What follows belongs to an exercise in optimizing a design on an open flow for small area, a short achievable clock period and few clock cycles per item; a production flow would make more cautious choices.
Function was not checked in any run shown here: the RTL went through the layout flow alone.

==> flow/design.v (outline; a module is shown in full before it is edited, if it fits) <==
// module rbst_front: 73 lines
// module rbst_div_lane: 1061 lines
// module rbst_cmp_step: 224 lines
// module rbst_cmp_fin: 130 lines
// module ray_box_slab_test: 253 lines
module ray_box_slab_test (
	input  logic                                 clk,
	input  logic                                 arst_n,
	input  logic                                 cfg_we,
	input  logic [rbst_pkg::IDX_W-1:0]           cfg_index,
	input  logic [rbst_pkg::COORD_W-1:0]         cfg_wdata,
	input  logic                                 s_tvalid,
	output logic                                 s_tready,
	input  logic [8*rbst_pkg::IN_BYTES-1:0]      s_tdata,
	output logic                                 m_tvalid,
	input  logic                                 m_tready,
	output logic [8*rbst_pkg::OUT_BYTES-1:0]     m_tdata
);
  // ...
==> flow/run.sh <==
#!/bin/bash
# synth_recipe.tcl (not shown) runs the flow's synth.tcl, then flattens the netlist and writes it again
# the make line also repeats each setting of config.mk as NAME=value (left out here)
make -C /OpenROAD-flow-scripts/flow DESIGN_CONFIG=/design/flow/config.mk WORK_HOME=/design/flow/orfs CLKGATE_MAP_FILE= SYNTH_SCRIPT=/design/flow/synth_recipe.tcl finish
==> flow/config.mk <==
export PLATFORM = sky130hd
export DESIGN_NAME = ray_box_slab_test
export DESIGN_NICKNAME = ray_box_slab_test
export VERILOG_FILES = /design/flow/design.v
export SDC_FILE = /design/flow/constraint.sdc
export NUM_CORES = 8
export LEC_CHECK = 0
export CAP_MARGIN = 20
export CORE_MARGIN = 2
export CORE_UTILIZATION = 40
export SETUP_SLACK_MARGIN = 4.2
export SLEW_MARGIN = 20
==> flow/constraint.sdc <==
create_clock -name core_clock -period 8.0 [get_ports {clk}]
set_input_delay 1.6000 -clock core_clock [delete_from_list [all_inputs] [get_ports {clk}]]
set_output_delay 1.6000 -clock core_clock [all_outputs]
set_load 0.01 [all_outputs]
==> results by group, run 1 <==
Logic synthesis
  – Largest family of logic cells by synthesized area: compound AO/OA/AOI/OAI gates
  – Number of synthesized flops with an enable pin: 22
  – Most common cell in the netlist: dfxtp_1
  – Mux contribution to synthesized area: 3.61%
  – Yosys top cell area share: 37.9%
  – Compound-Gate Fraction of Synth Area: 22.5%

Critical path
  – CP Depth: 14
  – CP Capture Type: flip-flop
  – Buffers & Inverters on Critical Path: 4
  – Last element of the critical path: u_front.nm_1[195]
  – Cell Chain, Critical Path: clkdlybuf4s50_1 -> inv_1 -> ha_2 -> inv_1 -> o21bai_1 -> a21oi_1 -> o221ai_2 -> nor2_1 -> nand4_1 -> o21ai_4 -> buf_12 -> mux2_4 -> o21a_1 -> o311ai_1
  – Critical path required time: 9.20 ns

STA
  – Pins over their slew limit: 0
  – Final period util: 48.6%
  – Tmin final: 3.88 ns

Cells and area
  – Final nets: 61007
  – Final std cells w/o fill: 74319
  – Proportion of cell area occupied by registers: 33.3%
  – Multi-input gates: 38610
  – Layout cells sized above 1: 14.3%
  – Most flop-heavy register: s_st

Die
  – DIE AREA: 1310000 µm²

Hold path
  – WHS Endpoint: g_st[1].g_l[4].u_div.a[0]
  – Hold_sp: u_front.tail_o[76]

Clocking
  – Setup bufs post-CTS: 358
  – CTS Hold Buffers Added: 0
  – Clock Path Buffers: 6
  – H-tree depth: 7

Status
  – Outcome: no timing/DRC/antenna violations

Detailed routing
  – Drt pass-1 iters: 12

GRT
  – GR Util All Layers: 25.2%
==> module rbst_cmp_step, before the edit <==
module rbst_cmp_step (
	input  logic [2:0] d_in,
	input  logic [2:0] a,
	input  logic [2:0] b,
	output logic [2:0] d_out
);
	logic [2:0] r;
	always_comb begin
		case ({d_in, a, b})
			9'h000: r = 3'd0;
			9'h001: r = 3'd7;
			9'h002: r = 3'd6;
			9'h003: r = 3'd5;
			9'h006: r = 3'd2;
			9'h007: r = 3'd1;
			9'h008: r = 3'd1;
			9'h009: r = 3'd0;
			9'h00a: r = 3'd7;
			9'h00b: r = 3'd6;
			9'h00e: r = 3'd3;
			9'h00f: r = 3'd2;
			9'h010: r = 3'd2;
			9'h011: r = 3'd1;
			9'h012: r = 3'd0;
			9'h013: r = 3'd7;
			9'h016: r = 3'd3;
			9'h017: r = 3'd3;
			9'h030: r = 3'd6;
			9'h031: r = 3'd5;
			9'h032: r = 3'd5;
			9'h033: r = 3'd5;
			9'h036: r = 3'd0;
			9'h037: r = 3'd7;
			9'h038: r = 3'd7;
			9'h039: r = 3'd6;
			9'h03a: r = 3'd5;
			9'h03b: r = 3'd5;
			9'h03e: r = 3'd1;
			9'h03f: r = 3'd0;
			9'h040: r = 3'd3;
			9'h041: r = 3'd3;
			9'h042: r = 3'd2;
			9'h043: r = 3'd1;
			9'h046: r = 3'd3;
			9'h047: r = 3'd3;
			9'h048: r = 3'd3;
			9'h049: r = 3'd3;
			9'h04a: r = 3'd3;
			9'h04b: r = 3'd2;
			9'h04e: r = 3'd3;
			9'h04f: r = 3'd3;
			9'h050: r = 3'd3;
			9'h051: r = 3'd3;
			9'h052: r = 3'd3;
			9'h053: r = 3'd3;
			9'h056: r = 3'd3;
			9'h057: r = 3'd3;
			9'h070: r = 3'd2;
			9'h071: r = 3'd1;
			9'h072: r = 3'd0;
			9'h073: r = 3'd7;
			9'h076: r = 3'd3;
			9'h077: r = 3'd3;
			9'h078: r = 3'd3;
			9'h079: r = 3'd2;
			9'h07a: r = 3'd1;
			9'h07b: r = 3'd0;
			9'h07e: r = 3'd3;
			9'h07f: r = 3'd3;
			9'h080: r = 3'd3;
			9'h081: r = 3'd3;
			9'h082: r = 3'd3;
			9'h083: r = 3'd3;
			9'h086: r = 3'd3;
			9'h087: r = 3'd3;
			9'h088: r = 3'd3;
			9'h089: r = 3'd3;
			9'h08a: r = 3'd3;
			9'h08b: r = 3'd3;
			9'h08e: r = 3'd3;
			9'h08f: r = 3'd3;
			9'h090: r = 3'd3;
			9'h091: r = 3'd3;
			9'h092: r = 3'd3;
			9'h093: r = 3'd3;
			9'h096: r = 3'd3;
			9'h097: r = 3'd3;
			9'h0b0: r = 3'd3;
			9'h0b1: r = 3'd3;
			9'h0b2: r = 3'd3;
			9'h0b3: r = 3'd3;
			9'h0b6: r = 3'd3;
			9'h0b7: r = 3'd3;
			9'h0b8: r = 3'd3;
			9'h0b9: r = 3'd3;
			9'h0ba: r = 3'd3;
			9'h0bb: r = 3'd3;
			9'h0be: r = 3'd3;
			9'h0bf: r = 3'd3;
			9'h0c0: r = 3'd3;
			9'h0c1: r = 3'd3;
			9'h0c2: r = 3'd3;
			9'h0c3: r = 3'd3;
			9'h0c6: r = 3'd3;
			9'h0c7: r = 3'd3;
			9'h0c8: r = 3'd3;
			9'h0c9: r = 3'd3;
			9'h0ca: r = 3'd3;
			9'h0cb: r = 3'd3;
			9'h0ce: r = 3'd3;
			9'h0cf: r = 3'd3;
			9'h0d0: r = 3'd3;
			9'h0d1: r = 3'd3;
			9'h0d2: r = 3'd3;
			9'h0d3: r = 3'd3;
			9'h0d6: r = 3'd3;
			9'h0d7: r = 3'd3;
			9'h0f0: r = 3'd3;
			9'h0f1: r = 3'd3;
			9'h0f2: r = 3'd3;
			9'h0f3: r = 3'd3;
			9'h0f6: r = 3'd3;
			9'h0f7: r = 3'd3;
			9'h0f8: r = 3'd3;
			9'h0f9: r = 3'd3;
			9'h0fa: r = 3'd3;
			9'h0fb: r = 3'd3;
			9'h0fe: r = 3'd3;
			9'h0ff: r = 3'd3;
			9'h140: r = 3'd5;
			9'h141: r = 3'd5;
			9'h142: r = 3'd5;
			9'h143: r = 3'd5;
			9'h146: r = 3'd5;
			9'h147: r = 3'd5;
			9'h148: r = 3'd5;
			9'h149: r = 3'd5;
			9'h14a: r = 3'd5;
			9'h14b: r = 3'd5;
			9'h14e: r = 3'd5;
			9'h14f: r = 3'd5;
			9'h150: r = 3'd5;
			9'h151: r = 3'd5;
			9'h152: r = 3'd5;
			9'h153: r = 3'd5;
			9'h156: r = 3'd5;
			9'h157: r = 3'd5;
			9'h170: r = 3'd5;
			9'h171: r = 3'd5;
			9'h172: r = 3'd5;
			9'h173: r = 3'd5;
			9'h176: r = 3'd5;
			9'h177: r = 3'd5;
			9'h178: r = 3'd5;
			9'h179: r = 3'd5;
			9'h17a: r = 3'd5;
			9'h17b: r = 3'd5;
			9'h17e: r = 3'd5;
			9'h17f: r = 3'd5;
			9'h180: r = 3'd5;
			9'h181: r = 3'd5;
			9'h182: r = 3'd5;
			9'h183: r = 3'd5;
			9'h186: r = 3'd5;
			9'h187: r = 3'd5;
			9'h188: r = 3'd5;
			9'h189: r = 3'd5;
			9'h18a: r = 3'd5;
			9'h18b: r = 3'd5;
			9'h18e: r = 3'd5;
			9'h18f: r = 3'd5;
			9'h190: r = 3'd5;
			9'h191: r = 3'd5;
			9'h192: r = 3'd5;
			9'h193: r = 3'd5;
			9'h196: r = 3'd5;
			9'h197: r = 3'd5;
			9'h1b0: r = 3'd5;
			9'h1b1: r = 3'd5;
			9'h1b2: r = 3'd5;
			9'h1b3: r = 3'd5;
			9'h1b6: r = 3'd5;
			9'h1b7: r = 3'd5;
			9'h1b8: r = 3'd5;
			9'h1b9: r = 3'd5;
			9'h1ba: r = 3'd5;
			9'h1bb: r = 3'd5;
			9'h1be: r = 3'd5;
			9'h1bf: r = 3'd5;
			9'h1c0: r = 3'd5;
			9'h1c1: r = 3'd5;
			9'h1c2: r = 3'd5;
			9'h1c3: r = 3'd5;
			9'h1c6: r = 3'd6;
			9'h1c7: r = 3'd5;
			9'h1c8: r = 3'd5;
			9'h1c9: r = 3'd5;
			9'h1ca: r = 3'd5;
			9'h1cb: r = 3'd5;
			9'h1ce: r = 3'd7;
			9'h1cf: r = 3'd6;
			9'h1d0: r = 3'd6;
			9'h1d1: r = 3'd5;
			9'h1d2: r = 3'd5;
			9'h1d3: r = 3'd5;
			9'h1d6: r = 3'd0;
			9'h1d7: r = 3'd7;
			9'h1f0: r = 3'd5;
			9'h1f1: r = 3'd5;
			9'h1f2: r = 3'd5;
			9'h1f3: r = 3'd5;
			9'h1f6: r = 3'd5;
			9'h1f7: r = 3'd5;
			9'h1f8: r = 3'd5;
			9'h1f9: r = 3'd5;
			9'h1fa: r = 3'd5;
			9'h1fb: r = 3'd5;
			9'h1fe: r = 3'd5;
			9'h1ff: r = 3'd5;
			default: r = 3'd0;
		endcase
	end
	assign d_out = r;
endmodule
==> module rbst_cmp_fin, before the edit <==
module rbst_cmp_fin (
	input  logic [2:0] d_in,
	input  logic       ap,
	input  logic       an,
	input  logic       bp,
	input  logic       bn,
	output logic       neg,
	output logic       pos
);
	logic [1:0] r;
	always_comb begin
		case ({d_in, ap, an, bp, bn})
			7'h00: r = 2'b00;
			7'h01: r = 2'b01;
			7'h02: r = 2'b10;
			7'h03: r = 2'b00;
			7'h04: r = 2'b10;
			7'h05: r = 2'b00;
			7'h06: r = 2'b10;
			7'h07: r = 2'b10;
			7'h08: r = 2'b01;
			7'h09: r = 2'b01;
			7'h0a: r = 2'b00;
			7'h0b: r = 2'b01;
			7'h0c: r = 2'b00;
			7'h0d: r = 2'b01;
			7'h0e: r = 2'b10;
			7'h0f: r = 2'b00;
			7'h10: r = 2'b01;
			7'h11: r = 2'b01;
			7'h12: r = 2'b00;
			7'h13: r = 2'b01;
			7'h14: r = 2'b00;
			7'h15: r = 2'b01;
			7'h16: r = 2'b10;
			7'h17: r = 2'b00;
			7'h18: r = 2'b01;
			7'h19: r = 2'b01;
			7'h1a: r = 2'b01;
			7'h1b: r = 2'b01;
			7'h1c: r = 2'b01;
			7'h1d: r = 2'b01;
			7'h1e: r = 2'b00;
			7'h1f: r = 2'b01;
			7'h20: r = 2'b01;
			7'h21: r = 2'b01;
			7'h22: r = 2'b01;
			7'h23: r = 2'b01;
			7'h24: r = 2'b01;
			7'h25: r = 2'b01;
			7'h26: r = 2'b00;
			7'h27: r = 2'b01;
			7'h28: r = 2'b01;
			7'h29: r = 2'b01;
			7'h2a: r = 2'b01;
			7'h2b: r = 2'b01;
			7'h2c: r = 2'b01;
			7'h2d: r = 2'b01;
			7'h2e: r = 2'b01;
			7'h2f: r = 2'b01;
			7'h30: r = 2'b01;
			7'h31: r = 2'b01;
			7'h32: r = 2'b01;
			7'h33: r = 2'b01;
			7'h34: r = 2'b01;
			7'h35: r = 2'b01;
			7'h36: r = 2'b01;
			7'h37: r = 2'b01;
			7'h38: r = 2'b01;
			7'h39: r = 2'b01;
			7'h3a: r = 2'b01;
			7'h3b: r = 2'b01;
			7'h3c: r = 2'b01;
			7'h3d: r = 2'b01;
			7'h3e: r = 2'b01;
			7'h3f: r = 2'b01;
			7'h50: r = 2'b10;
			7'h51: r = 2'b10;
			7'h52: r = 2'b10;
			7'h53: r = 2'b10;
			7'h54: r = 2'b10;
			7'h55: r = 2'b10;
			7'h56: r = 2'b10;
			7'h57: r = 2'b10;
			7'h58: r = 2'b10;
			7'h59: r = 2'b10;
			7'h5a: r = 2'b10;
			7'h5b: r = 2'b10;
			7'h5c: r = 2'b10;
			7'h5d: r = 2'b10;
			7'h5e: r = 2'b10;
			7'h5f: r = 2'b10;
			7'h60: r = 2'b10;
			7'h61: r = 2'b10;
			7'h62: r = 2'b10;
			7'h63: r = 2'b10;
			7'h64: r = 2'b10;
			7'h65: r = 2'b10;
			7'h66: r = 2'b10;
			7'h67: r = 2'b10;
			7'h68: r = 2'b10;
			7'h69: r = 2'b00;
			7'h6a: r = 2'b10;
			7'h6b: r = 2'b10;
			7'h6c: r = 2'b10;
			7'h6d: r = 2'b10;
			7'h6e: r = 2'b10;
			7'h6f: r = 2'b10;
			7'h70: r = 2'b10;
			7'h71: r = 2'b00;
			7'h72: r = 2'b10;
			7'h73: r = 2'b10;
			7'h74: r = 2'b10;
			7'h75: r = 2'b10;
			7'h76: r = 2'b10;
			7'h77: r = 2'b10;
			7'h78: r = 2'b00;
			7'h79: r = 2'b01;
			7'h7a: r = 2'b10;
			7'h7b: r = 2'b00;
			7'h7c: r = 2'b10;
			7'h7d: r = 2'b00;
			7'h7e: r = 2'b10;
			7'h7f: r = 2'b10;
			default: r = 2'b00;
		endcase
	end
	assign neg = r[1];
	assign pos = r[0];
endmodule
==> module ray_box_slab_test, before the edit <==
module ray_box_slab_test (
	input  logic                                 clk,
	input  logic                                 arst_n,
	input  logic                                 cfg_we,
	input  logic [rbst_pkg::IDX_W-1:0]           cfg_index,
	input  logic [rbst_pkg::COORD_W-1:0]         cfg_wdata,
	input  logic                                 s_tvalid,
	output logic                                 s_tready,
	input  logic [8*rbst_pkg::IN_BYTES-1:0]      s_tdata,
	output logic                                 m_tvalid,
	input  logic                                 m_tready,
	output logic [8*rbst_pkg::OUT_BYTES-1:0]     m_tdata
);
	localparam int AX   = rbst_pkg::AXES;
	localparam int LN   = rbst_pkg::LANES;
	localparam int RW   = rbst_pkg::RW;
	localparam int DW   = rbst_pkg::DW;
	localparam int TW   = rbst_pkg::TW;
	localparam int NST  = rbst_pkg::NST;
	localparam int NC   = rbst_pkg::NCMP;
	localparam int LAT  = rbst_pkg::FRONT_LAT + NST + 2;
	localparam int QD   = LAT + 2;
	localparam int CNTW = 5;    
	logic [AX*32-1:0] lo_q, hi_q;
	logic [15:0]      eps_q;
	always_ff @(posedge clk or negedge arst_n) begin
		if (!arst_n) begin
			lo_q  <= '0;
			hi_q  <= '0;
			eps_q <= 16'd66;
		end else if (cfg_we) begin
			case (cfg_index)
				rbst_pkg::REG_LOW_X:  lo_q[0 +: 32]  <= cfg_wdata;
				rbst_pkg::REG_LOW_Y:  lo_q[32 +: 32] <= cfg_wdata;
				rbst_pkg::REG_LOW_Z:  lo_q[64 +: 32] <= cfg_wdata;
				rbst_pkg::REG_HIGH_X: hi_q[0 +: 32]  <= cfg_wdata;
				rbst_pkg::REG_HIGH_Y: hi_q[32 +: 32] <= cfg_wdata;
				rbst_pkg::REG_HIGH_Z: hi_q[64 +: 32] <= cfg_wdata;
				rbst_pkg::REG_EPS:    eps_q          <= cfg_wdata[15:0];
				default: ;
			endcase
		end
	end
	logic [LAT-1:0] vld_q;
	logic           rdy_q;
	logic           acc;
	assign acc      = s_tvalid && rdy_q;
	assign s_tready = rdy_q;
	always_ff @(posedge clk or negedge arst_n) begin
		if (!arst_n) vld_q <= '0;
		else         vld_q <= {vld_q[LAT-2:0], acc};
	end
	logic [LN*31-1:0] r0;
	logic [LN*TW-1:0] tail0;
	logic [AX*DW-1:0] den0;
	logic [LN-1:0]    nrm0, ngt0, cneg0;
	logic             blk0;
	rbst_front u_front (
		.clk    (clk),
		.lo     (lo_q),
		.hi     (hi_q),
		.org    (s_tdata[0 +: 96]),
		.dir    (s_tdata[96 +: 96]),
		.r0_o   (r0),
		.tail_o (tail0),
		.den_o  (den0),
		.nrm_o  (nrm0),
		.ngt_o  (ngt0),
		.cneg_o (cneg0),
		.blk_o  (blk0)
	);
	logic [(NST+1)*LN*RW-1:0] s_st, c_st;
	logic [(NST+1)*LN*TW-1:0] t_st;
	logic [(NST+1)*AX*DW-1:0] d_st;
	logic [(NST+1)*LN-1:0]    nrm_st, ngt_st, cmc_st;
	logic [(NST+1)*NC*3-1:0]  cmp_st;
	logic [NST:0]             blk_st;
	logic [(NST+1)*LN*3-1:0]  pd_st;     
	for (genvar l = 0; l < LN; l++) begin : g_in
		assign s_st[l*RW +: RW] = ~{2'b00, r0[l*31 +: 31]};
		assign c_st[l*RW +: RW] = '1;
	end
	assign t_st[0 +: LN*TW]   = tail0;
	assign d_st[0 +: AX*DW]   = den0;
	assign nrm_st[0 +: LN]    = nrm0;
	assign ngt_st[0 +: LN]    = ngt0;
	assign cmc_st[0 +: LN]    = ~nrm0 & ~cneg0;
	assign cmp_st[0 +: NC*3]  = '0;
	assign blk_st[0]          = blk0;
	assign pd_st[0 +: LN*3]   = '0;
	for (genvar j = 0; j < NST; j++) begin : g_st
		localparam int EP = (j >= 9) ? 32 - 2*j : 0;    
		logic [LN*RW-1:0] s_n, c_n;
		logic [LN*3-1:0]  dg;       
		logic [NC*3-1:0]  cm_n;
		for (genvar l = 0; l < LN; l++) begin : g_l
			logic p2, p1, n1, n2, e2, e1, f1, f2;
			wire  nrm = nrm_st[j*LN + l];
			wire  ngt = ngt_st[j*LN + l];
			rbst_div_lane u_div (
				.s_in  (s_st[(j*LN+l)*RW +: RW]),
				.c_in  (c_st[(j*LN+l)*RW +: RW]),
				.d     (d_st[(j*AX + l/2)*DW +: DW]),
				.bb    ((j < 8) ? t_st[(j*LN+l)*TW + ((j < 8) ? 14-2*j : 0) +: 2] : 2'b00),
				.s_out (s_n[l*RW +: RW]),
				.c_out (c_n[l*RW +: RW]),
				.p2    (p2),
				.p1    (p1),
				.n1    (n1),
				.n2    (n2)
			);
			if (j == 0) begin : g_first
				wire cneg = !nrm && !cmc_st[l];
				assign e2 = nrm ? (ngt ? n2 : p2) : !cneg;
				assign f2 = nrm ? (ngt ? p2 : n2) : cneg;
			end else begin : g_rest
				assign e2 = nrm && (ngt ? n2 : p2);
				assign f2 = nrm && (ngt ? p2 : n2);
			end
			assign e1 = nrm && (ngt ? n1 : p1);
			assign f1 = nrm && (ngt ? p1 : n1);
			assign dg[l*3 +: 3] = {f1 || f2, e2 || f1 || f2, e1 || f1};
		end
		wire [LN*3-1:0] dq = pd_st[j*LN*3 +: LN*3];
		for (genvar a = 0; a < AX; a++) begin : g_ca
			for (genvar b = 0; b < AX; b++) begin : g_cb
				rbst_cmp_step u_cmp (
					.d_in  (cmp_st[(j*NC + 3*a+b)*3 +: 3]),
					.a     (dq[(2*a)*3 +: 3]),
					.b     (dq[(2*b+1)*3 +: 3]),
					.d_out (cm_n[(3*a+b)*3 +: 3])
				);
			end
		end
		for (genvar b = 0; b < AX; b++) begin : g_ce
			rbst_cmp_step u_cmp (
				.d_in  (cmp_st[(j*NC + 9+b)*3 +: 3]),
				.a     (dq[(2*b+1)*3 +: 3]),
				.b     ((j >= 9) ? {1'b0, eps_q[EP +: 2]} : 3'b000),
				.d_out (cm_n[(9+b)*3 +: 3])
			);
		end
		always_ff @(posedge clk) begin
			s_st[(j+1)*LN*RW +: LN*RW] <= s_n;
			c_st[(j+1)*LN*RW +: LN*RW] <= c_n;
			t_st[(j+1)*LN*TW +: LN*TW] <= t_st[j*LN*TW +: LN*TW];
			d_st[(j+1)*AX*DW +: AX*DW] <= d_st[j*AX*DW +: AX*DW];
			nrm_st[(j+1)*LN +: LN]     <= nrm_st[j*LN +: LN];
			ngt_st[(j+1)*LN +: LN]     <= ngt_st[j*LN +: LN];
			cmc_st[(j+1)*LN +: LN]     <= cmc_st[j*LN +: LN];
			cmp_st[(j+1)*NC*3 +: NC*3] <= (j == 0) ? '0 : cm_n;
			pd_st[(j+1)*LN*3 +: LN*3]  <= dg;
			blk_st[j+1]                <= blk_st[j];
		end
	end
	logic [LN-1:0]   wneg_q, nrm_q, ngt_q, cmc_q;
	logic [NC*3-1:0] cm_q;
	logic            blk_q;
	logic [LN-1:0]   cp, cn;
	logic            hit_q;
	for (genvar l = 0; l < LN; l++) begin : g_fin
		wire [RW-1:0] w = ~s_st[(NST*LN+l)*RW +: RW] + ~c_st[(NST*LN+l)*RW +: RW];
		always_ff @(posedge clk) wneg_q[l] <= w[RW-1];
		assign cp[l] = nrm_q[l] && wneg_q[l] && ngt_q[l];
		assign cn[l] = (nrm_q[l] && wneg_q[l] && !ngt_q[l]) || cmc_q[l];
	end
	wire [LN*3-1:0] dql = pd_st[NST*LN*3 +: LN*3];
	logic [NC*3-1:0] cm_l;
	always_ff @(posedge clk) begin
		nrm_q <= nrm_st[NST*LN +: LN];
		ngt_q <= ngt_st[NST*LN +: LN];
		cmc_q <= cmc_st[NST*LN +: LN];
		cm_q  <= cm_l;
		blk_q <= blk_st[NST];
	end
	for (genvar a = 0; a < AX; a++) begin : g_la
		for (genvar b = 0; b < AX; b++) begin : g_lb
			rbst_cmp_step u_cmp (
				.d_in  (cmp_st[(NST*NC + 3*a+b)*3 +: 3]),
				.a     (dql[(2*a)*3 +: 3]),
				.b     (dql[(2*b+1)*3 +: 3]),
				.d_out (cm_l[(3*a+b)*3 +: 3])
			);
		end
	end
	for (genvar b = 0; b < AX; b++) begin : g_le
		rbst_cmp_step u_cmp (
			.d_in  (cmp_st[(NST*NC + 9+b)*3 +: 3]),
			.a     (dql[(2*b+1)*3 +: 3]),
			.b     ({1'b0, eps_q[1:0]}),
			.d_out (cm_l[(9+b)*3 +: 3])
		);
	end
	logic [NC-1:0] ok;
	for (genvar a = 0; a < AX; a++) begin : g_fa
		for (genvar b = 0; b < AX; b++) begin : g_fb
			logic neg, pos;
			rbst_cmp_fin u_fin (
				.d_in (cm_q[(3*a+b)*3 +: 3]),
				.ap   (cp[2*a]),
				.an   (cn[2*a]),
				.bp   (cp[2*b+1]),
				.bn   (cn[2*b+1]),
				.neg  (neg),
				.pos  (pos)
			);
			assign ok[3*a+b] = neg;
		end
	end
	for (genvar b = 0; b < AX; b++) begin : g_fe
		logic neg, pos;
		rbst_cmp_fin u_fin (
			.d_in (cm_q[(9+b)*3 +: 3]),
			.ap   (cp[2*b+1]),
			.an   (cn[2*b+1]),
			.bp   (1'b0),
			.bn   (1'b0),
			.neg  (neg),
			.pos  (pos)
		);
		assign ok[9+b] = pos;
	end
	always_ff @(posedge clk) hit_q <= !blk_q && (&ok);
	logic [QD-1:0] qv, qd;
	logic [CNTW-1:0] cnt_q;
	logic          take;
	logic [QD:0]   vs;
	logic [QD-1:0] ds;
	assign take     = qv[0] && m_tready;
	assign m_tvalid = qv[0];
	assign m_tdata  = {{(8*rbst_pkg::OUT_BYTES-1){1'b0}}, qd[0]};
	always_comb begin
		vs = take ? {2'b00, qv[QD-1:1]} : {1'b0, qv};
		ds = take ? {1'b0, qd[QD-1:1]} : qd;
	end
	always_ff @(posedge clk or negedge arst_n) begin
		if (!arst_n) begin
			qv    <= '0;
			cnt_q <= '0;
			rdy_q <= 1'b1;
		end else begin
			for (int i = 0; i < QD; i++)
				qv[i] <= vs[i] || (vld_q[LAT-1] && (i == 0 || vs[i-1]));
			cnt_q <= cnt_q + CNTW'(acc) - CNTW'(take);
			rdy_q <= (cnt_q + CNTW'(acc) - CNTW'(take)) < CNTW'(QD);
		end
	end
	always_ff @(posedge clk) begin
		for (int i = 0; i < QD; i++)
			if (!vs[i] && (i == 0 || vs[i-1])) qd[i] <= hit_q;
			else                               qd[i] <= ds[i];
	end
endmodule
==> inputs of run 2 (changes only) <==
--- a/flow/design.v
+++ b/flow/design.v
@@ -1163,215 +1163,134 @@
 );
+	wire [3:0] e = {a[2], a} - {b[2], b};
 	logic [2:0] r;
 	always_comb begin
-		case ({d_in, a, b})
-			9'h000: r = 3'd0;
-			9'h001: r = 3'd7;
-			9'h002: r = 3'd6;
-			9'h003: r = 3'd5;
-			9'h006: r = 3'd2;
-			9'h007: r = 3'd1;
-			9'h008: r = 3'd1;
-			9'h009: r = 3'd0;
-			9'h00a: r = 3'd7;
-			9'h00b: r = 3'd6;
-			9'h00e: r = 3'd3;
-			9'h00f: r = 3'd2;
-			9'h010: r = 3'd2;
-			9'h011: r = 3'd1;
-			9'h012: r = 3'd0;
-			9'h013: r = 3'd7;
-			9'h016: r = 3'd3;
-			9'h017: r = 3'd3;
-			9'h030: r = 3'd6;
-			9'h031: r = 3'd5;
-			9'h032: r = 3'd5;
-			9'h033: r = 3'd5;
-			9'h036: r = 3'd0;
-			9'h037: r = 3'd7;
-			9'h038: r = 3'd7;
-			9'h039: r = 3'd6;
-			9'h03a: r = 3'd5;
-			9'h03b: r = 3'd5;
-			9'h03e: r = 3'd1;
-			9'h03f: r = 3'd0;
-			9'h040: r = 3'd3;
-			9'h041: r = 3'd3;
-			9'h042: r = 3'd2;
-			9'h043: r = 3'd1;
-			9'h046: r = 3'd3;
-			9'h047: r = 3'd3;
-			9'h048: r = 3'd3;
-			9'h049: r = 3'd3;
-			9'h04a: r = 3'd3;
-			9'h04b: r = 3'd2;
-			9'h04e: r = 3'd3;
-			9'h04f: r = 3'd3;
-			9'h050: r = 3'd3;
-			9'h051: r = 3'd3;
-			9'h052: r = 3'd3;
-			9'h053: r = 3'd3;
-			9'h056: r = 3'd3;
-			9'h057: r = 3'd3;
-			9'h070: r = 3'd2;
-			9'h071: r = 3'd1;
-			9'h072: r = 3'd0;
-			9'h073: r = 3'd7;
-			9'h076: r = 3'd3;
-			9'h077: r = 3'd3;
-			9'h078: r = 3'd3;
-			9'h079: r = 3'd2;
-			9'h07a: r = 3'd1;
-			9'h07b: r = 3'd0;
-			9'h07e: r = 3'd3;
-			9'h07f: r = 3'd3;
-			9'h080: r = 3'd3;
-			9'h081: r = 3'd3;
-			9'h082: r = 3'd3;
-			9'h083: r = 3'd3;
-			9'h086: r = 3'd3;
-			9'h087: r = 3'd3;
-			9'h088: r = 3'd3;
-			9'h089: r = 3'd3;
-			9'h08a: r = 3'd3;
-			9'h08b: r = 3'd3;
-			9'h08e: r = 3'd3;
-			9'h08f: r = 3'd3;
-			9'h090: r = 3'd3;
-			9'h091: r = 3'd3;
-			9'h092: r = 3'd3;
-			9'h093: r = 3'd3;
-			9'h096: r = 3'd3;
-			9'h097: r = 3'd3;
-			9'h0b0: r = 3'd3;
-			9'h0b1: r = 3'd3;
-			9'h0b2: r = 3'd3;
-			9'h0b3: r = 3'd3;
-			9'h0b6: r = 3'd3;
-			9'h0b7: r = 3'd3;
-			9'h0b8: r = 3'd3;
-			9'h0b9: r = 3'd3;
-			9'h0ba: r = 3'd3;
-			9'h0bb: r = 3'd3;
-			9'h0be: r = 3'd3;
-			9'h0bf: r = 3'd3;
-			9'h0c0: r = 3'd3;
-			9'h0c1: r = 3'd3;
-			9'h0c2: r = 3'd3;
-			9'h0c3: r = 3'd3;
-			9'h0c6: r = 3'd3;
-			9'h0c7: r = 3'd3;
-			9'h0c8: r = 3'd3;
-			9'h0c9: r = 3'd3;
-			9'h0ca: r = 3'd3;
-			9'h0cb: r = 3'd3;
-			9'h0ce: r = 3'd3;
-			9'h0cf: r = 3'd3;
-			9'h0d0: r = 3'd3;
-			9'h0d1: r = 3'd3;
-			9'h0d2: r = 3'd3;
-			9'h0d3: r = 3'd3;
-			9'h0d6: r = 3'd3;
-			9'h0d7: r = 3'd3;
-			9'h0f0: r = 3'd3;
-			9'h0f1: r = 3'd3;
-			9'h0f2: r = 3'd3;
-			9'h0f3: r = 3'd3;
-			9'h0f6: r = 3'd3;
-			9'h0f7: r = 3'd3;
-			9'h0f8: r = 3'd3;
-			9'h0f9: r = 3'd3;
-			9'h0fa: r = 3'd3;
-			9'h0fb: r = 3'd3;
-			9'h0fe: r = 3'd3;
-			9'h0ff: r = 3'd3;
-			9'h140: r = 3'd5;
-			9'h141: r = 3'd5;
-			9'h142: r = 3'd5;
-			9'h143: r = 3'd5;
-			9'h146: r = 3'd5;
-			9'h147: r = 3'd5;
-			9'h148: r = 3'd5;
-			9'h149: r = 3'd5;
-			9'h14a: r = 3'd5;
-			9'h14b: r = 3'd5;
-			9'h14e: r = 3'd5;
-			9'h14f: r = 3'd5;
-			9'h150: r = 3'd5;
-			9'h151: r = 3'd5;
-			9'h152: r = 3'd5;
-			9'h153: r = 3'd5;
-			9'h156: r = 3'd5;
-			9'h157: r = 3'd5;
-			9'h170: r = 3'd5;
-			9'h171: r = 3'd5;
-			9'h172: r = 3'd5;
-			9'h173: r = 3'd5;
-			9'h176: r = 3'd5;
-			9'h177: r = 3'd5;
-			9'h178: r = 3'd5;
-			9'h179: r = 3'd5;
-			9'h17a: r = 3'd5;
-			9'h17b: r = 3'd5;
-			9'h17e: r = 3'd5;
-			9'h17f: r = 3'd5;
-			9'h180: r = 3'd5;
-			9'h181: r = 3'd5;
-			9'h182: r = 3'd5;
-			9'h183: r = 3'd5;
-			9'h186: r = 3'd5;
-			9'h187: r = 3'd5;
-			9'h188: r = 3'd5;
-			9'h189: r = 3'd5;
-			9'h18a: r = 3'd5;
-			9'h18b: r = 3'd5;
-			9'h18e: r = 3'd5;
-			9'h18f: r = 3'd5;
-			9'h190: r = 3'd5;
-			9'h191: r = 3'd5;
-			9'h192: r = 3'd5;
-			9'h193: r = 3'd5;
-			9'h196: r = 3'd5;
-			9'h197: r = 3'd5;
-			9'h1b0: r = 3'd5;
-			9'h1b1: r = 3'd5;
-			9'h1b2: r = 3'd5;
-			9'h1b3: r = 3'd5;
-			9'h1b6: r = 3'd5;
-			9'h1b7: r = 3'd5;
-			9'h1b8: r = 3'd5;
-			9'h1b9: r = 3'd5;
-			9'h1ba: r = 3'd5;
-			9'h1bb: r = 3'd5;
-			9'h1be: r = 3'd5;
-			9'h1bf: r = 3'd5;
-			9'h1c0: r = 3'd5;
-			9'h1c1: r = 3'd5;
-			9'h1c2: r = 3'd5;
-			9'h1c3: r = 3'd5;
-			9'h1c6: r = 3'd6;
-			9'h1c7: r = 3'd5;
-			9'h1c8: r = 3'd5;
-			9'h1c9: r = 3'd5;
-			9'h1ca: r = 3'd5;
-			9'h1cb: r = 3'd5;
-			9'h1ce: r = 3'd7;
-			9'h1cf: r = 3'd6;
-			9'h1d0: r = 3'd6;
-			9'h1d1: r = 3'd5;
-			9'h1d2: r = 3'd5;
-			9'h1d3: r = 3'd5;
-			9'h1d6: r = 3'd0;
-			9'h1d7: r = 3'd7;
-			9'h1f0: r = 3'd5;
-			9'h1f1: r = 3'd5;
-			9'h1f2: r = 3'd5;
-			9'h1f3: r = 3'd5;
-			9'h1f6: r = 3'd5;
-			9'h1f7: r = 3'd5;
-			9'h1f8: r = 3'd5;
-			9'h1f9: r = 3'd5;
-			9'h1fa: r = 3'd5;
-			9'h1fb: r = 3'd5;
-			9'h1fe: r = 3'd5;
-			9'h1ff: r = 3'd5;
+		case ({d_in, e})
+			7'h00: r = 3'd0;
+			7'h01: r = 3'd1;
+			7'h02: r = 3'd2;
+			7'h03: r = 3'd2;
+			7'h04: r = 3'd2;
+			7'h05: r = 3'd2;
+			7'h06: r = 3'd2;
+			7'h07: r = 3'd2;
+			7'h08: r = 3'd6;
+			7'h09: r = 3'd6;
+			7'h0a: r = 3'd6;
+			7'h0b: r = 3'd6;
+			7'h0c: r = 3'd6;
+			7'h0d: r = 3'd6;
+			7'h0e: r = 3'd6;
+			7'h0f: r = 3'd7;
+			7'h10: r = 3'd2;
+			7'h11: r = 3'd2;
+			7'h12: r = 3'd2;
+			7'h13: r = 3'd2;
+			7'h14: r = 3'd2;
+			7'h15: r = 3'd2;
+			7'h16: r = 3'd2;
+			7'h17: r = 3'd2;
+			7'h18: r = 3'd6;
+			7'h19: r = 3'd6;
+			7'h1a: r = 3'd6;
+			7'h1b: r = 3'd7;
+			7'h1c: r = 3'd0;
+			7'h1d: r = 3'd1;
+			7'h1e: r = 3'd2;
+			7'h1f: r = 3'd2;
+			7'h20: r = 3'd2;
+			7'h21: r = 3'd2;
+			7'h22: r = 3'd2;
+			7'h23: r = 3'd2;
+			7'h24: r = 3'd2;
+			7'h25: r = 3'd2;
+			7'h26: r = 3'd2;
+			7'h27: r = 3'd2;
+			7'h28: r = 3'd2;
+			7'h29: r = 3'd2;
+			7'h2a: r = 3'd2;
+			7'h2b: r = 3'd2;
+			7'h2c: r = 3'd2;
+			7'h2d: r = 3'd2;
+			7'h2e: r = 3'd2;
+			7'h2f: r = 3'd2;
+			7'h30: r = 3'd2;
+			7'h31: r = 3'd2;
+			7'h32: r = 3'd2;
+			7'h33: r = 3'd2;
+			7'h34: r = 3'd2;
+			7'h35: r = 3'd2;
+			7'h36: r = 3'd2;
+			7'h37: r = 3'd2;
+			7'h38: r = 3'd2;
+			7'h39: r = 3'd2;
+			7'h3a: r = 3'd2;
+			7'h3b: r = 3'd2;
+			7'h3c: r = 3'd2;
+			7'h3d: r = 3'd2;
+			7'h3e: r = 3'd2;
+			7'h3f: r = 3'd2;
+			7'h40: r = 3'd6;
+			7'h41: r = 3'd6;
+			7'h42: r = 3'd6;
+			7'h43: r = 3'd6;
+			7'h44: r = 3'd6;
+			7'h45: r = 3'd6;
+			7'h46: r = 3'd6;
+			7'h47: r = 3'd6;
+			7'h48: r = 3'd6;
+			7'h49: r = 3'd6;
+			7'h4a: r = 3'd6;
+			7'h4b: r = 3'd6;
+			7'h4c: r = 3'd6;
+			7'h4d: r = 3'd6;
+			7'h4e: r = 3'd6;
+			7'h4f: r = 3'd6;
+			7'h50: r = 3'd6;
+			7'h51: r = 3'd6;
+			7'h52: r = 3'd6;
+			7'h53: r = 3'd6;
+			7'h54: r = 3'd6;
+			7'h55: r = 3'd6;
+			7'h56: r = 3'd6;
+			7'h57: r = 3'd6;
+			7'h58: r = 3'd6;
+			7'h59: r = 3'd6;
+			7'h5a: r = 3'd6;
+			7'h5b: r = 3'd6;
+			7'h5c: r = 3'd6;
+			7'h5d: r = 3'd6;
+			7'h5e: r = 3'd6;
+			7'h5f: r = 3'd6;
+			7'h60: r = 3'd6;
+			7'h61: r = 3'd6;
+			7'h62: r = 3'd6;
+			7'h63: r = 3'd6;
+			7'h64: r = 3'd6;
+			7'h65: r = 3'd6;
+			7'h66: r = 3'd6;
+			7'h67: r = 3'd6;
+			7'h68: r = 3'd6;
+			7'h69: r = 3'd6;
+			7'h6a: r = 3'd6;
+			7'h6b: r = 3'd6;
+			7'h6c: r = 3'd6;
+			7'h6d: r = 3'd6;
+			7'h6e: r = 3'd6;
+			7'h6f: r = 3'd6;
+			7'h70: r = 3'd6;
+			7'h71: r = 3'd6;
+			7'h72: r = 3'd6;
+			7'h73: r = 3'd7;
+			7'h74: r = 3'd0;
+			7'h75: r = 3'd1;
+			7'h76: r = 3'd2;
+			7'h77: r = 3'd2;
+			7'h78: r = 3'd6;
+			7'h79: r = 3'd6;
+			7'h7a: r = 3'd6;
+			7'h7b: r = 3'd6;
+			7'h7c: r = 3'd6;
+			7'h7d: r = 3'd6;
+			7'h7e: r = 3'd6;
+			7'h7f: r = 3'd6;
 			default: r = 3'd0;
@@ -1383,2 +1302,4 @@
 	input  logic [2:0] d_in,
+	input  logic [2:0] a,
+	input  logic [2:0] b,
 	input  logic       ap,
@@ -1390,122 +1311,9 @@
 );
-	logic [1:0] r;
-	always_comb begin
-		case ({d_in, ap, an, bp, bn})
-			7'h00: r = 2'b00;
-			7'h01: r = 2'b01;
-			7'h02: r = 2'b10;
-			7'h03: r = 2'b00;
-			7'h04: r = 2'b10;
-			7'h05: r = 2'b00;
-			7'h06: r = 2'b10;
-			7'h07: r = 2'b10;
-			7'h08: r = 2'b01;
-			7'h09: r = 2'b01;
-			7'h0a: r = 2'b00;
-			7'h0b: r = 2'b01;
-			7'h0c: r = 2'b00;
-			7'h0d: r = 2'b01;
-			7'h0e: r = 2'b10;
-			7'h0f: r = 2'b00;
-			7'h10: r = 2'b01;
-			7'h11: r = 2'b01;
-			7'h12: r = 2'b00;
-			7'h13: r = 2'b01;
-			7'h14: r = 2'b00;
-			7'h15: r = 2'b01;
-			7'h16: r = 2'b10;
-			7'h17: r = 2'b00;
-			7'h18: r = 2'b01;
-			7'h19: r = 2'b01;
-			7'h1a: r = 2'b01;
-			7'h1b: r = 2'b01;
-			7'h1c: r = 2'b01;
-			7'h1d: r = 2'b01;
-			7'h1e: r = 2'b00;
-			7'h1f: r = 2'b01;
-			7'h20: r = 2'b01;
-			7'h21: r = 2'b01;
-			7'h22: r = 2'b01;
-			7'h23: r = 2'b01;
-			7'h24: r = 2'b01;
-			7'h25: r = 2'b01;
-			7'h26: r = 2'b00;
-			7'h27: r = 2'b01;
-			7'h28: r = 2'b01;
-			7'h29: r = 2'b01;
-			7'h2a: r = 2'b01;
-			7'h2b: r = 2'b01;
-			7'h2c: r = 2'b01;
-			7'h2d: r = 2'b01;
-			7'h2e: r = 2'b01;
-			7'h2f: r = 2'b01;
-			7'h30: r = 2'b01;
-			7'h31: r = 2'b01;
-			7'h32: r = 2'b01;
-			7'h33: r = 2'b01;
-			7'h34: r = 2'b01;
-			7'h35: r = 2'b01;
-			7'h36: r = 2'b01;
-			7'h37: r = 2'b01;
-			7'h38: r = 2'b01;
-			7'h39: r = 2'b01;
-			7'h3a: r = 2'b01;
-			7'h3b: r = 2'b01;
-			7'h3c: r = 2'b01;
-			7'h3d: r = 2'b01;
-			7'h3e: r = 2'b01;
-			7'h3f: r = 2'b01;
-			7'h50: r = 2'b10;
-			7'h51: r = 2'b10;
-			7'h52: r = 2'b10;
-			7'h53: r = 2'b10;
-			7'h54: r = 2'b10;
-			7'h55: r = 2'b10;
-			7'h56: r = 2'b10;
-			7'h57: r = 2'b10;
-			7'h58: r = 2'b10;
-			7'h59: r = 2'b10;
-			7'h5a: r = 2'b10;
-			7'h5b: r = 2'b10;
-			7'h5c: r = 2'b10;
-			7'h5d: r = 2'b10;
-			7'h5e: r = 2'b10;
-			7'h5f: r = 2'b10;
-			7'h60: r = 2'b10;
-			7'h61: r = 2'b10;
-			7'h62: r = 2'b10;
-			7'h63: r = 2'b10;
-			7'h64: r = 2'b10;
-			7'h65: r = 2'b10;
-			7'h66: r = 2'b10;
-			7'h67: r = 2'b10;
-			7'h68: r = 2'b10;
-			7'h69: r = 2'b00;
-			7'h6a: r = 2'b10;
-			7'h6b: r = 2'b10;
-			7'h6c: r = 2'b10;
-			7'h6d: r = 2'b10;
-			7'h6e: r = 2'b10;
-			7'h6f: r = 2'b10;
-			7'h70: r = 2'b10;
-			7'h71: r = 2'b00;
-			7'h72: r = 2'b10;
-			7'h73: r = 2'b10;
-			7'h74: r = 2'b10;
-			7'h75: r = 2'b10;
-			7'h76: r = 2'b10;
-			7'h77: r = 2'b10;
-			7'h78: r = 2'b00;
-			7'h79: r = 2'b01;
-			7'h7a: r = 2'b10;
-			7'h7b: r = 2'b00;
-			7'h7c: r = 2'b10;
-			7'h7d: r = 2'b00;
-			7'h7e: r = 2'b10;
-			7'h7f: r = 2'b10;
-			default: r = 2'b00;
-		endcase
-	end
-	assign neg = r[1];
-	assign pos = r[0];
+	wire signed [5:0] v = $signed({d_in[2], d_in, 2'b00})
+	                    + $signed({{3{a[2]}}, a}) - $signed({{3{b[2]}}, b})
+	                    + $signed({5'b0, ap}) - $signed({5'b0, an})
+	                    - $signed({5'b0, bp}) + $signed({5'b0, bn});
+	wire sat = d_in[1] && !d_in[0];    
+	assign neg = sat ? d_in[2] : v[5];
+	assign pos = sat ? !d_in[2] : (!v[5] && v != 6'sd0);
 endmodule
@@ -1668,2 +1476,3 @@
 	logic [NC*3-1:0] cm_q;
+	logic [LN*3-1:0] dl_q;
 	logic            blk_q;
@@ -1677,4 +1486,2 @@
 	end
-	wire [LN*3-1:0] dql = pd_st[NST*LN*3 +: LN*3];
-	logic [NC*3-1:0] cm_l;
 	always_ff @(posedge clk) begin
@@ -1683,23 +1490,6 @@
 		cmc_q <= cmc_st[NST*LN +: LN];
-		cm_q  <= cm_l;
+		cm_q  <= cmp_st[NST*NC*3 +: NC*3];
+		dl_q  <= pd_st[NST*LN*3 +: LN*3];
 		blk_q <= blk_st[NST];
 	end
-	for (genvar a = 0; a < AX; a++) begin : g_la
-		for (genvar b = 0; b < AX; b++) begin : g_lb
-			rbst_cmp_step u_cmp (
-				.d_in  (cmp_st[(NST*NC + 3*a+b)*3 +: 3]),
-				.a     (dql[(2*a)*3 +: 3]),
-				.b     (dql[(2*b+1)*3 +: 3]),
-				.d_out (cm_l[(3*a+b)*3 +: 3])
-			);
-		end
-	end
-	for (genvar b = 0; b < AX; b++) begin : g_le
-		rbst_cmp_step u_cmp (
-			.d_in  (cmp_st[(NST*NC + 9+b)*3 +: 3]),
-			.a     (dql[(2*b+1)*3 +: 3]),
-			.b     ({1'b0, eps_q[1:0]}),
-			.d_out (cm_l[(9+b)*3 +: 3])
-		);
-	end
 	logic [NC-1:0] ok;
@@ -1710,2 +1500,4 @@
 				.d_in (cm_q[(3*a+b)*3 +: 3]),
+				.a    (dl_q[(2*a)*3 +: 3]),
+				.b    (dl_q[(2*b+1)*3 +: 3]),
 				.ap   (cp[2*a]),
@@ -1724,2 +1516,4 @@
 			.d_in (cm_q[(9+b)*3 +: 3]),
+			.a    (dl_q[(2*b+1)*3 +: 3]),
+			.b    ({1'b0, eps_q[1:0]}),
 			.ap   (cp[2*b+1]),
--- a/flow/config.mk
+++ b/flow/config.mk
@@ -10,3 +10,4 @@
 export CORE_UTILIZATION = 40
-export SETUP_SLACK_MARGIN = 4.2
+export SETUP_SLACK_MARGIN = 4.5
 export SLEW_MARGIN = 20
+export TNS_END_PERCENT = 0
==> run 2 against run 1 <==
  * Still clean on timing, DRC and antenna
  * First-iteration DRC count is 26% lower
  * Clock skew is 0.039 ns lower
  * Critical path type is now reg2reg
==> results by group, run 2 <==
Logic synthesis
  – Yosys top cell area share: 41.5% (was 37.9%)
  – Seq cells post-synth: 10170 (was 10152)
  – Yosys top cell by area: dfxtp_1 (unchanged)
  – Post-synth top cells: dfxtp_1, inv_1, a21oi_1 (was dfxtp_1, a21oi_1, nor2_1)
  – Async S/R FF share, synth: 2.52% (about the same)
  – Top FF cell, synth: dfxtp_1 (unchanged)
  – Cells after Synth: 47962 (was 57141)
  – Area contributors post-synth: dfxtp_1, fa_1, ha_1, a21oi_1, inv_1 (was dfxtp_1, fa_1, ha_1, a21oi_1, nor2_1)
  – Number of synthesized flops with an enable pin: 22 (unchanged)
  – Most common cell in the netlist: dfxtp_1 (unchanged)
  – YS warnings: 6 (was 7)
  – Syn Std Cell Area: 477000 µm² (was 522000 µm²)
  – Sequential area share after synthesis: 43.0% (was 39.2%)
  – Syn avg cell area: 9.94 µm² (was 9.14 µm²)
  – Synth unique cells: 124 (was 109)

Critical path
  – R2r setup slk: 3.94 ns (was 4.15 ns)
  – Critical path arrival: 5.08 ns (about the same)
  – FF-to-FF path depth: 10 (was 15)
  – Critical path required time: 9.02 ns (was 9.20 ns)
  – Worst reg2reg path startpoint: u_front.dmag_1[72] (was c_st[554])
  – Biggest cell delay along the critical path: 0.63 ns (was 0.52 ns)
  – Critical path startpoint category: flip-flop (was input pin)
  – R2R Path End: u_front.r0_o[136] (was pd_st[68])
  – Slowest CP cell: a221oi_1 (was clkdlybuf4s50_1)
  – CP Max Fanout: 48 (was 15)
  – CP Capture Type: flip-flop (unchanged)
  – Setup CP Type: reg2reg (was in2reg)
  – Cell Chain, Critical Path: or4_1 -> nor2_1 -> a21oi_1 -> o211ai_1 -> buf_4 -> buf_4 -> mux2i_1 -> nor2_1 -> a221oi_1 -> mux2i_1 (was clkdlybuf4s50_1 -> inv_1 -> ha_2 -> inv_1 -> o21bai_1 -> a21oi_1 -> o221ai_2 -> nor2_1 -> nand4_1 -> o21ai_4 -> buf_12 -> mux2_4 -> o21a_1 -> o311ai_1)

Status
  – Outcome: no timing/DRC/antenna violations (unchanged)

STA
  – RSZ-0062 raised after global routing: yes (unchanged)
  – Final period util: 50.7% (was 48.6%)
  – Fin. Hold Viols: 0 (unchanged)
  – Final setup fails: 0 (unchanged)
  – Slew headroom: 16.8% (was 9.74%)
  – Setup Skew: 0.101 ns (was 0.140 ns)
  – Tmin final: 4.06 ns (was 3.88 ns)
  – Worst-Margin Slew: 1.24 ns (was 1.35 ns)
  – Pins over their slew limit: 0 (unchanged)
  – Setup TNS: 0 ns (unchanged)
  – Max Freq: 246 MHz (was 257 MHz)

Die
  – Core area: 1190000 µm² (was 1300000 µm²)
  – # IOs: 242 (unchanged)
  – Die width: 1100 µm (was 1150 µm)
  – Die Height: 1100 µm (was 1150 µm)
  – Cell Rows: 401 (was 419)
  – Initial Util: 40.1% (about the same)
  – DIE AREA: 1200000 µm² (was 1310000 µm²)

Detailed routing
  – Vias/cell: 5.57 (was 5.79)
  – Wire per inst: 23.3 µm (was 24.7 µm)
  – Drt pass-1 iters: 12 (unchanged)
  – Antenna Violating Nets Remaining: 0 (unchanged)
  – DR vias: 355846 (was 430608)
  – DRT iter0 DRCs: 32455 (was 43896)
  – DRC viols: 0 (unchanged)
  – Final WL: 1490000 µm (was 1840000 µm)

Flow run
  – Max-cap violations: 0 (unchanged)

Hold path
  – Cell count of the worst hold path: 0 (unchanged)
  – Worst Hold Class: reg2reg (unchanged)
  – WHS Endpoint: t_st[129] (was g_st[1].g_l[4].u_div.a[0])
  – Hold_sp: u_front.tail_o[33] (was u_front.tail_o[76])

Clocking
  – Clk root buf: clkbuf_16 (unchanged)
  – H-tree depth: 7 (unchanged)
  – Clk slew on worst S/H paths: 0.07 ns (was 0.06 ns)
  – Clock Path Buffers: 6 (unchanged)
  – Num CTS Buffers: 1180 (was 1195)
  – Clock tree sinks: 10170 (was 10152)
  – CTS Hold Buffers Added: 0 (unchanged)
  – Worst-Skew Late Latency: 1.25 ns (was 1.35 ns)
  – TritonCTS clock tree: done (unchanged)

Placed design
  – HPWL after DPL: 1110000 µm (was 1240000 µm)
  – Placed Area: 491000 µm² (was 536000 µm²)
  – Placed insts: 61228 (was 70538)
  – Routability cong.: 0.930 (was 0.946)
  – Port Buf Inserts: 234 (unchanged)

Cells and area
  – Layout cells sized above 1: 10.7% (was 14.3%)
  – Final std cells w/o fill: 63905 (was 74319)
  – Area Overhead vs Synth: 14.5% (was 17.9%)
  – Commonest non-fill, non-tap cells in the layout: dfxtp_1, inv_1, nor2_1 (was dfxtp_1, a21oi_1, nor2_1)
  – Biggest regs: s_st: 3168 flops, c_st: 3072 flops, d_st: 1395 flops (unchanged)
  – Most common cell after layout, fill and taps aside: dfxtp_1 (unchanged)
  – Final nets: 52228 (was 61007)
  – Final instance area: 546000 µm² (was 616000 µm²)
  – Most flop-heavy register: s_st (unchanged)
  – Max FFs per register: 3168 (unchanged)

GRT
  – Initial antenna violation count: 105 (was 123)
  – First-pass GRT wire length: 2220000 µm (was 2610000 µm)
  – Vias in the first global route: 345929 (was 396899)
  – Total gr overflow: 0 (unchanged)
  – Pin count of the biggest net entering global routing: 120 (was 117)
  – GR Util All Layers: 23.6% (was 25.2%)
## run 2: cell count changes after synthesis, sizes merged, moves of 259 or more
cell,delta
a221oi,+470
o221ai,-544
o21ai,-1116
nor2,-1451
buf,-331
nand2,-1230
a21oi,-1872
inv,+259
clkbuf,-1159
a211oi,-306
## run 2: kinds of logic after synthesis
family          after synthesis  synth area share [%]
xor+xnor                   1345                  2.48
flops                     10170                  43.0
mux                        1562                  3.51
compound gates            13186                  18.2
simple gates               9399                  9.07
buf+inv                    7242                  5.81
fa+ha+maj                  5057                  17.9
other cells                   1              0.000786
## run 2: critical path, delay by kind of cell, from the launching register on
kind / cells / cell delay (ns)
buf+inv: 2 / 1.08
compound gates: 3 / 0.93
simple gates: 3 / 0.81
mux: 2 / 0.61
flops: 1 / 0.42
## run 2: repair_timing
item,4_1_cts,5_1_grt
setup endpoints to repair,6512,6580
cloned,71,24
pin swaps,190,124
hold endpoints to repair,0,0
buffers inserted,257,102
resized for setup,1295,872
## run 2: how the worst max path moves through the flow
stage,slack (ns),to,cells past startpoint,start
after floorplan,3.82,u_front.nm_1[162],14,s_tdata[83]
after global placement,1.70,u_front.nm_1[162],14,s_tdata[83]
after detailed placement,1.72,u_front.nm_1[85],12,s_tdata[60]
after CTS,4.06,hit_q,16,eps_q[0]
after global routing,3.90,s_st[2202],12,c_st[2007]
final,3.94,u_front.r0_o[136],10,u_front.dmag_1[72]
## run 2: layer usage
| metal | share of wire [%] | global-route usage (%) |
|---|---|---|
| met1 | 47 | 34.8 |
| met2 | 43 | 35.5 |
| met3 | 6.1 | 3.25 |
| met4 | 3.8 | 8.22 |
| met5 | 0.023 | 0 |
## run 2: metrics by stage
step | hold WS (ns) | util, % | worst slack (ns)
2_1_floorplan | 0.310 | - | 3.82
3_3_place_gp | 0.310 | 41.3 | 1.70
3_5_place_dp | 0.312 | 41.3 | 1.72
4_1_cts | 0.240 | 45.4 | 4.06
5_1_grt | 0.258 | 45.9 | 3.90
6_report | 0.247 | 45.9 | 3.94
## run 2: final cells by class
class	count	area (µm²)
timing repair buffer	1044	11100
tap	15918	19900
sequential	10170	205000
fill	109644	644000
multi-input combinational	30630	255000
inverter	3919	14800
clock inverter	411	5130
antenna	211	528
timing repair inverter	2	17.5
clock buffer	1600	33900
==> inputs of run 3 (changes only) <==
--- a/flow/design.v
+++ b/flow/design.v
@@ -1300,3 +1300,3 @@
 endmodule
-module rbst_cmp_fin (
+module rbst_cmp_last (
 	input  logic [2:0] d_in,
@@ -1304,2 +1304,10 @@
 	input  logic [2:0] b,
+	output logic [4:0] v
+);
+	wire [4:0] t   = {d_in[2], d_in[1:0], 2'b00} + {{2{a[2]}}, a} - {{2{b[2]}}, b};
+	wire       sat = d_in[1] && !d_in[0];    
+	assign v = sat ? (d_in[2] ? 5'b10000 : 5'b01111) : t;
+endmodule
+module rbst_cmp_fin (
+	input  logic [4:0] v,
 	input  logic       ap,
@@ -1311,9 +1319,6 @@
 );
-	wire signed [5:0] v = $signed({d_in[2], d_in, 2'b00})
-	                    + $signed({{3{a[2]}}, a}) - $signed({{3{b[2]}}, b})
-	                    + $signed({5'b0, ap}) - $signed({5'b0, an})
+	wire signed [5:0] u = $signed({v[4], v}) + $signed({5'b0, ap}) - $signed({5'b0, an})
 	                    - $signed({5'b0, bp}) + $signed({5'b0, bn});
-	wire sat = d_in[1] && !d_in[0];    
-	assign neg = sat ? d_in[2] : v[5];
-	assign pos = sat ? !d_in[2] : (!v[5] && v != 6'sd0);
+	assign neg = u[5];
+	assign pos = !u[5] && (u != 6'sd0);
 endmodule
@@ -1475,4 +1480,3 @@
 	logic [LN-1:0]   wneg_q, nrm_q, ngt_q, cmc_q;
-	logic [NC*3-1:0] cm_q;
-	logic [LN*3-1:0] dl_q;
+	logic [NC*5-1:0] cv_n, cv_q;
 	logic            blk_q;
@@ -1490,6 +1494,24 @@
 		cmc_q <= cmc_st[NST*LN +: LN];
-		cm_q  <= cmp_st[NST*NC*3 +: NC*3];
-		dl_q  <= pd_st[NST*LN*3 +: LN*3];
+		cv_q  <= cv_n;
 		blk_q <= blk_st[NST];
 	end
+	wire [LN*3-1:0] dl = pd_st[NST*LN*3 +: LN*3];
+	for (genvar a = 0; a < AX; a++) begin : g_la
+		for (genvar b = 0; b < AX; b++) begin : g_lb
+			rbst_cmp_last u_last (
+				.d_in (cmp_st[(NST*NC + 3*a+b)*3 +: 3]),
+				.a    (dl[(2*a)*3 +: 3]),
+				.b    (dl[(2*b+1)*3 +: 3]),
+				.v    (cv_n[(3*a+b)*5 +: 5])
+			);
+		end
+	end
+	for (genvar b = 0; b < AX; b++) begin : g_le
+		rbst_cmp_last u_last (
+			.d_in (cmp_st[(NST*NC + 9+b)*3 +: 3]),
+			.a    (dl[(2*b+1)*3 +: 3]),
+			.b    ({1'b0, eps_q[1:0]}),
+			.v    (cv_n[(9+b)*5 +: 5])
+		);
+	end
 	logic [NC-1:0] ok;
@@ -1499,5 +1521,3 @@
 			rbst_cmp_fin u_fin (
-				.d_in (cm_q[(3*a+b)*3 +: 3]),
-				.a    (dl_q[(2*a)*3 +: 3]),
-				.b    (dl_q[(2*b+1)*3 +: 3]),
+				.v    (cv_q[(3*a+b)*5 +: 5]),
 				.ap   (cp[2*a]),
@@ -1515,5 +1535,3 @@
 		rbst_cmp_fin u_fin (
-			.d_in (cm_q[(9+b)*3 +: 3]),
-			.a    (dl_q[(2*b+1)*3 +: 3]),
-			.b    ({1'b0, eps_q[1:0]}),
+			.v    (cv_q[(9+b)*5 +: 5]),
 			.ap   (cp[2*b+1]),
==> run 3 against run 2 <==
  * Still clean on timing, DRC and antenna
  * Via count down 2.4%
  * Utilization decreased by 0.14 points
  * Maximum frequency increased by 0.28%
  * Critical path type unchanged
  * Critical endpoint is now u_front.r0_o[107]
  * Largest cell class unchanged
==> results by group, run 3 <==
Status
  – Outcome: no timing/DRC/antenna violations (unchanged)

Logic synthesis
  – Syn Std Cell Area: 478000 µm² (was 477000 µm²)
  – Sequential area share after synthesis: 42.9% (was 43.0%)
  – YS warnings: 6 (unchanged)
  – Cells after Synth: 48755 (was 47962)
  – Top FF cell, synth: dfxtp_1 (unchanged)
  – Async S/R FF share, synth: 2.52% (about the same)
  – Yosys top cell by area: dfxtp_1 (unchanged)
  – Yosys top cell area share: 41.4% (was 41.5%)
  – Most common cell in the netlist: dfxtp_1 (unchanged)
  – Number of synthesized flops with an enable pin: 22 (unchanged)
  – Post-synth top cells: dfxtp_1, nor2_1, inv_1 (was dfxtp_1, inv_1, a21oi_1)
  – Syn avg cell area: 9.81 µm² (was 9.94 µm²)
  – Area contributors post-synth: dfxtp_1, fa_1, ha_1, a21oi_1, nor2_1 (was dfxtp_1, fa_1, ha_1, a21oi_1, inv_1)
  – Seq cells post-synth: 10176 (was 10170)
  – Synth unique cells: 95 (was 124)

STA
  – Final WS setup: 3.95 ns (was 3.94 ns)
  – Pins over their slew limit: 0 (unchanged)
  – Setup TNS: 0 ns (unchanged)
  – Max Freq: 247 MHz (was 246 MHz)
  – Worst-Margin Slew: 1.27 ns (was 1.24 ns)
  – RSZ-0062 raised after global routing: yes (unchanged)
  – Setup Skew: 0.0852 ns (was 0.101 ns)
  – Tmin final: 4.05 ns (was 4.06 ns)
  – Fin. Hold Viols: 0 (unchanged)
  – Final setup fails: 0 (unchanged)
  – Final period util: 50.6% (was 50.7%)
  – Slew headroom: 14.7% (was 16.8%)

Clocking
  – TritonCTS clock tree: done (unchanged)
  – Num CTS Buffers: 1089 (was 1180)
  – Worst-Skew Late Latency: 1.25 ns (about the same)
  – Clock Path Buffers: 5 (was 6)
  – CTS Hold Buffers Added: 0 (unchanged)
  – H-tree depth: 7 (unchanged)
  – Clk slew on worst S/H paths: 0.06 ns (was 0.07 ns)
  – Clk root buf: clkbuf_16 (unchanged)
  – Clock tree sinks: 10176 (was 10170)

Cells and area
  – Biggest regs: s_st: 3168 flops, c_st: 3072 flops, d_st: 1395 flops (unchanged)
  – Commonest non-fill, non-tap cells in the layout: dfxtp_1, nor2_1, inv_1 (was dfxtp_1, inv_1, nor2_1)
  – Layout cells sized above 1: 9.99% (was 10.7%)
  – Final nets: 52943 (was 52228)
  – Most flop-heavy register: s_st (unchanged)
  – Area Overhead vs Synth: 14.0% (was 14.5%)
  – Most common cell after layout, fill and taps aside: dfxtp_1 (unchanged)
  – Final std cells w/o fill: 64609 (was 63905)
  – Max FFs per register: 3168 (unchanged)

Placed design
  – Placement Setup Slack: 1.69 ns (was 1.72 ns)
  – HPWL after DPL: 1010000 µm (was 1110000 µm)
  – Placed insts: 61989 (was 61228)
  – Routability cong.: 0.938 (was 0.930)
  – Port Buf Inserts: 234 (unchanged)

Die
  – Die width: 1100 µm (about the same)
  – Core area: 1190000 µm² (about the same)
  – # IOs: 242 (unchanged)
  – Initial Util: 40.1% (about the same)
  – Cell Rows: 401 (unchanged)
  – DIE AREA: 1200000 µm² (about the same)
  – Die Height: 1100 µm (about the same)

Critical path
  – R2r setup slk: 3.95 ns (was 3.94 ns)
  – Critical path startpoint category: flip-flop (unchanged)
  – CP Max Fanout: 50 (was 48)
  – Biggest cell delay along the critical path: 0.58 ns (was 0.63 ns)
  – Setup CP Type: reg2reg (unchanged)
  – Cell Chain, Critical Path: nor2_1 -> o31a_1 -> o21ai_1 -> a22o_4 -> buf_6 -> o21ai_0 -> o21ai_1 -> nor2_1 -> a31oi_1 -> mux2i_1 -> a21oi_1 (was or4_1 -> nor2_1 -> a21oi_1 -> o211ai_1 -> buf_4 -> buf_4 -> mux2i_1 -> nor2_1 -> a221oi_1 -> mux2i_1)
  – Critical path arrival: 5.20 ns (was 5.08 ns)
  – CP Capture Type: flip-flop (unchanged)
  – Worst reg2reg path startpoint: u_front.dmag_1[33] (was u_front.dmag_1[72])
  – Critical path origin: u_front.dmag_1[33] (was u_front.dmag_1[72])
  – Critical path required time: 9.15 ns (was 9.02 ns)
  – Slowest CP cell: dfxtp_1 (was a221oi_1)

GRT
  – Initial antenna violation count: 87 (was 105)
  – Pin count of the biggest net entering global routing: 119 (was 120)
  – First-pass GRT wire length: 2080000 µm (was 2220000 µm)
  – Vias in the first global route: 328795 (was 345929)
  – GR Util All Layers: 21.7% (was 23.6%)
  – Total gr overflow: 0 (unchanged)

Detailed routing
  – DRT iter0 DRCs: 30102 (was 32455)
  – Drt pass-1 iters: 8 (was 12)
  – Wire per inst: 21.6 µm (was 23.3 µm)
  – DRC viols: 0 (unchanged)
  – Antenna Violating Nets Remaining: 0 (unchanged)
  – DR vias: 347269 (was 355846)
  – Final WL: 1400000 µm (was 1490000 µm)
  – Vias/cell: 5.37 (was 5.57)

Hold path
  – Worst Hold Class: in2async (was reg2reg)

Flow run
  – Max-cap violations: 0 (unchanged)
[run 3: changes by cell type after synthesis, moves of 91 or more]
cell      change
nor2_1      +812
a221oi_1    -555
nand2_1     +279
xnor2_1      +96
clkbuf_1    -202
clkbuf_2    +148
a21oi_1     +279
buf_1        +91
o22ai_1     -729
o21ai_0     +217
a22oi_1      +97
a211oi_1    +547
[run 3: layout make-up]
class	instances	area (µm²)
Fill cell	110798	647000
Multi-Input combinational cell	31402	255000
Sequential cell	10176	205000
Clock buffer	1513	31500
Tap cell	15918	19900
Inverter	3927	14800
Timing Repair Buffer	1041	11200
Clock inverter	439	6610
Antenna cell	192	480
Timing Repair inverter	1	8.76
[run 3: routing by layer]
layer	track usage (%)	vias to the layer above	part of all wire [%]
met5	0	-	0.015
met4	6.65	32	3.3
met3	2.83	1689	5.8
met2	32.9	10748	43
met1	32.2	167925	48
li1	-	166875	-
[run 3: worst paths after layout]
path,endpoint,cells after the start
hold reg to reg,cmc_st[32],0
setup reg to reg,u_front.r0_o[107],11
min in group core_clock,cmc_st[32],0
max in group asynchronous,eps_q[3],2
hold / removal,qv[13],1
setup / recovery,u_front.r0_o[107],11
[run 3: worst max-delay path: cells and delay by family (launching register included)]
family,cells,cell delay [ns]
AOI/OAI and AO/OA,7,2.51
and+or+nand+nor,2,0.18
buffers and inverters,1,0.42
muxes,1,0.23
DFF,1,0.58
[run 3: timing repair]
action | CTS | global route
resized for setup | 897 | 1082
pin swaps | 116 | 150
gates cloned | 63 | 45
buffers inserted | 188 | 179
setup endpoints to repair | 6467 | 6614
[run 3: logic make-up (layout without fill, tap and decap cells)]
kind of cell	after synthesis	in the layout	share of synthesized area, %
buffers and inverters	7273	6921	5.83
xor gates and xnor gates	1422	1422	2.60
DFF	10176	10176	42.9
muxes	1565	1567	3.56
AOI/OAI and AO/OA	12986	13043	17.6
and+or+nand+nor	10250	10281	9.56
other	1	199	0.000784
adders and majority gates	5082	5082	17.9
[run 3: metrics by stage]
step	hold WS (ns)	utilization (%)	instance area [µm²]
finish	0.282	45.7	545000
global route	0.255	45.7	545000
CTS	0.172	45.1	537000
detailed placement	0.312	41.3	492000
global placement	0.310	41.3	492000
floorplan	0.310	-	478000

## port drivers added, routing unchanged
Ports are ideal in the flow. The routed layouts listed here were re-timed in OpenROAD. Step 1 assumes that a clkbuf_16 drives the clock port and a buf_2 every other input. Step 2 also shifts input and output timing later by t, the mid clock arrival at the registers, as if the neighbouring blocks saw the same clock. Three values: no drivers, after step 1, after step 2; two values: the first two.
| run | shift t [ns] | setup slack, ns | worst register clock-pin slew, ns |
|---|---|---|---|
| run 1 | 1.450 | 4.116 / 4.134 / 2.802 | 0.08 / 0.08 |
| run 2 | 1.358 | 3.940 / 3.940 / 2.676 | 0.07 / 0.07 |
| run 3 | 1.380 | 3.952 / 3.952 / 2.682 | 0.08 / 0.08 |
After both steps every run listed still meets setup and hold. The setup slack of run 1, which loses most, moves by +0.018 ns with the drivers and by -1.314 ns with both steps.
